Background: an optimization exercise with open tools, aiming at small area, a short achievable clock period and few clock cycles per item. Do not read the settings as production practice.
RTL that was checked went through simulation tests only; none was proved equivalent to the original.

==> job 5386 <==
==> flow/design.v (excerpt) <==
module des
(
    input  logic   clock,
    input  logic   rst,
    input  des_pkg::block_t key,
    input  des_pkg::block_t plaintext,
    input  logic   iv,
    output des_pkg::block_t ciphertext,
    output logic   ov
);
==> module des, before the edit <==
module des
(
    input  logic   clock,
    input  logic   rst,
    input  des_pkg::block_t key,
    input  des_pkg::block_t plaintext,
    input  logic   iv,
    output des_pkg::block_t ciphertext,
    output logic   ov
);
    logic [ROUNDS:1][SUBKEY_W-1:0] subkeys;
    logic [BLOCK_W-1:0]  key_q;
    logic [ROUNDS:0][BLOCK_W-1:0] state;
    logic [ROUNDS:0]       v;
    always_ff @(posedge clock) key_q <= key;
    des_key_schedule u_key_schedule (
        .key     (key_q),
        .subkeys (subkeys)
    );
    des_input_stage u_input_stage (
        .clock     (clock),
        .rst       (rst),
        .iv        (iv),
        .plaintext (plaintext),
        .out_valid (v[0]),
        .out_state (state[0])
    );
    for (genvar i = 1; i <= ROUNDS; i++) begin : g_round
        des_round u_round (
            .clock     (clock),
            .rst       (rst),
            .in_valid  (v[i-1]),
            .in_state  (state[i-1]),
            .subkey    (subkeys[i]),
            .out_valid (v[i]),
            .out_state (state[i])
        );
    end
    des_output_stage u_output_stage (
        .in_valid   (v[ROUNDS]),
        .in_state   (state[ROUNDS]),
        .ciphertext (ciphertext),
        .ov         (ov)
    );
endmodule
Settings: LEC_CHECK=0, CAP_MARGIN=20, CORE_MARGIN=2, CORE_UTILIZATION=40, SETUP_SLACK_MARGIN=1.0, SLEW_MARGIN=20; clock period 3.5 ns.
standard.sh (not shown) runs the stock make flow with config.mk's settings and CLKGATE_MAP_FILE= SYNTH_SCRIPT=/design/flow/synth_recipe.tcl, a recipe that flattens the netlist after the stock synthesis.
==> flow/flow/run.sh <==
#!/bin/bash
# Own flow: the standard layout (standard.sh) with its synthesis run through
# flow/synth.tcl: every module is mapped on its own (SYNTH_HIERARCHICAL with no
# size threshold, flattened before the layout as usual, no pass-through buffers,
# no half-adder extraction)
# with an area-oriented abc script. Each tool's output is in orfs/logs; make's
# own output goes to flow_make.log.
set -euo pipefail
W=$(pwd)
export FLOW_ABC_SCRIPT=$W/flow/abc_map.script
bash standard.sh finish SYNTH_SCRIPT=$W/flow/synth.tcl SYNTH_HIERARCHICAL=1 \
  SYNTH_MINIMUM_KEEP_SIZE=0 SYNTH_INSBUF=0 ADDER_MAP_FILE= > $W/flow_make.log 2>&1
==> flow/flow/abc_map.script <==
strash
dch
map -a
==> flow/flow/synth.tcl <==
# The standard synthesis script (synth_recipe.tcl) with two changes, neither of
# which touches a register: Yosys's synth runs without its generic abc pass
# (-noabc), so the gate structure written in the RTL reaches technology mapping
# as it is; and the mapping abc call uses flow/abc_map.script (area-oriented
# mapping) in place of ORFS's abc_speed.script.
proc synth {args} { yosys synth -nofsm -noshare -noabc {*}$args }
proc abc {args} {
  set i [lsearch -exact $args -script]
  if { $i >= 0 } {
    lset args [expr { $i + 1 }] $::env(FLOW_ABC_SCRIPT)
  }
  yosys abc {*}$args
}
source $::env(SCRIPTS_DIR)/synth.tcl
# left out here: clear keep_hierarchy, flatten, clean up, hide names made inside functions, write 1_2_yosys.v
==> inputs of job 7835, as changes to job 5386 <==
--- a/flow/design.v
+++ b/flow/design.v
@@ -1472,15 +1472,26 @@
     output des_pkg::block_t ciphertext,
     output logic   ov
 );
+    localparam int KEY_COPIES = 4;
+    localparam int ROUNDS_PER_COPY = ROUNDS / KEY_COPIES;
     logic [ROUNDS:1][SUBKEY_W-1:0] subkeys;
-    logic [BLOCK_W-1:0]  key_q;
+    logic [KEY_COPIES-1:0][BLOCK_W-1:0] key_q;
+    logic [KEY_COPIES-1:0][ROUNDS:1][SUBKEY_W-1:0] copy_subkeys;
     logic [ROUNDS:0][BLOCK_W-1:0] state;
     logic [ROUNDS:0]       v;
-    always_ff @(posedge clock) key_q <= key;
-    des_key_schedule u_key_schedule (
-        .key     (key_q),
-        .subkeys (subkeys)
-    );
+    always_ff @(posedge clock) begin
+        key_q[0] <= key;
+        for (int c = 1; c < KEY_COPIES; c++) key_q[c] <= key_q[c-1];
+    end
+    for (genvar c = 0; c < KEY_COPIES; c++) begin : g_key
+        des_key_schedule u_key_schedule (
+            .key     (key_q[c]),
+            .subkeys (copy_subkeys[c])
+        );
+        for (genvar r = c * ROUNDS_PER_COPY + 1; r <= (c + 1) * ROUNDS_PER_COPY; r++) begin : g_sel
+            assign subkeys[r] = copy_subkeys[c][r];
+        end
+    end
     des_input_stage u_input_stage (
         .clock     (clock),
         .rst       (rst),
==> flow/flow/run.sh (replaced) <==
#!/bin/bash
# Own flow: the standard layout (standard.sh) with two changes.
# - Synthesis runs through flow/synth.tcl, which maps with flow/abc_map.script,
#   and without ORFS's half-adder extraction (ADDER_MAP_FILE empty).
# - The buffers ORFS puts on every input and output port are buf_4 cells
#   instead of the slow delay buffer ORFS picks by default.
# Each tool's output is in orfs/logs; make's own output goes to flow_make.log.
set -euo pipefail
W=$(pwd)
export FLOW_ABC_SCRIPT=$W/flow/abc_map.script
bash standard.sh finish SYNTH_SCRIPT=$W/flow/synth.tcl ADDER_MAP_FILE= \
  "BUFFER_PORTS_ARGS=-buffer_cell sky130_fd_sc_hd__buf_4" > $W/flow_make.log 2>&1
==> flow/flow/abc_map.script (replaced) <==
strash
dch
map -D 1500
topo
stime -c
buffer -c
upsize -c
dnsize -c
stime -c
==> flow/flow/synth.tcl (replaced) <==
# The standard synthesis script (synth_recipe.tcl), with one change: the
# technology-mapping abc call uses flow/abc_map.script (delay-targeted mapping
# with area recovery, then ABC's buffering and gate sizing) in place of ORFS's
# abc_speed.script. Registers are untouched, so they keep the standard
# synthesis's names and cells.
proc synth {args} { yosys synth -nofsm -noshare {*}$args }
proc abc {args} {
  set i [lsearch -exact $args -script]
  if { $i >= 0 } {
    lset args [expr { $i + 1 }] $::env(FLOW_ABC_SCRIPT)
  }
  yosys abc {*}$args
}
source $::env(SCRIPTS_DIR)/synth.tcl
# left out here: clear keep_hierarchy, flatten, clean up, hide names made inside functions, write 1_2_yosys.v
--- a/flow/config.mk
+++ b/flow/config.mk
@@ -8,5 +8,8 @@
 export CAP_MARGIN = 20
 export CORE_MARGIN = 2
 export CORE_UTILIZATION = 40
-export SETUP_SLACK_MARGIN = 1.0
+export CTS_CLUSTER_DIAMETER = 80
+export CTS_CLUSTER_SIZE = 24
+export PLACE_DENSITY = 0.8
+export SETUP_SLACK_MARGIN = 0.9
 export SLEW_MARGIN = 20
==> impl_results.md <==
* Status: timing/DRC/antenna clean
* Worst r2r src: g_round[12].u_round.out_state[12]
* Routed length per instance at 19.2 um
* Tot GR Track Use at 27.5%
* Register area at 27100 sq um
* CP max stage cell: o211ai_1
* Max transition margin at 40.3%
* DRT iter0 DRCs at 13500
* Die height at 478 um
# the run above: job 7835

==> impl_results.md <==
* Status: timing/DRC/antenna clean
* Drt drc at 0
* DRT iter0 DRCs at 13500
* Worst r2r src: key_q[2]
* Max transition margin at 42.8%
* CP max stage cell: dfxtp_4
* Nets at 15400
* Root Buffer: clkbuf_16
* Register area at 23700 sq um
* Tot GR Track Use at 37.0%
* Routed length per instance at 23.8 um
# the run above: job 5386

Testbench counts of job 7835, summed over its fixed seeds: cycles 8,728, items 8,192.
For job 5386, only the layout was checked, not whether the RTL still works.

[what the ideal ports hide]
In the flow no input, the clock included, has a driving cell. The finished layouts below were timed again as built, in two steps. Step 1 (the two cells are an assumption about what drives the block):
set clk [get_ports {clock}]
set_driving_cell -lib_cell sky130_fd_sc_hd__clkbuf_16 $clk
set_driving_cell -lib_cell sky130_fd_sc_hd__buf_2 [delete_from_list [all_inputs] $clk]
Step 2 adds t to the input delays and takes it off the output delays; t is the mean of the earliest and latest rising clock arrival at the registers after step 1. Input paths then give back, and output paths get back, about the clock's delay inside the block. a / b / c = ideal / step 1 / step 2; a / b = the first two.
run | t, ns | setup slack, ns | worst hold slack (ns) | latest minus earliest clock arrival (ns) | slew at the worst register clock pin (ns)
job 5386 | 0.915 | 0.649 / 0.649 / 0.649 | 0.307 / 0.230 / 0.353 | 0.032 / 0.033 | 0.07 / 0.07
job 7835 | 0.841 | 0.888 / 0.888 / 0.888 | 0.023 / -0.038 / 0.356 | 0.056 / 0.057 | 0.10 / 0.10
After both steps every run listed still meets setup and hold.
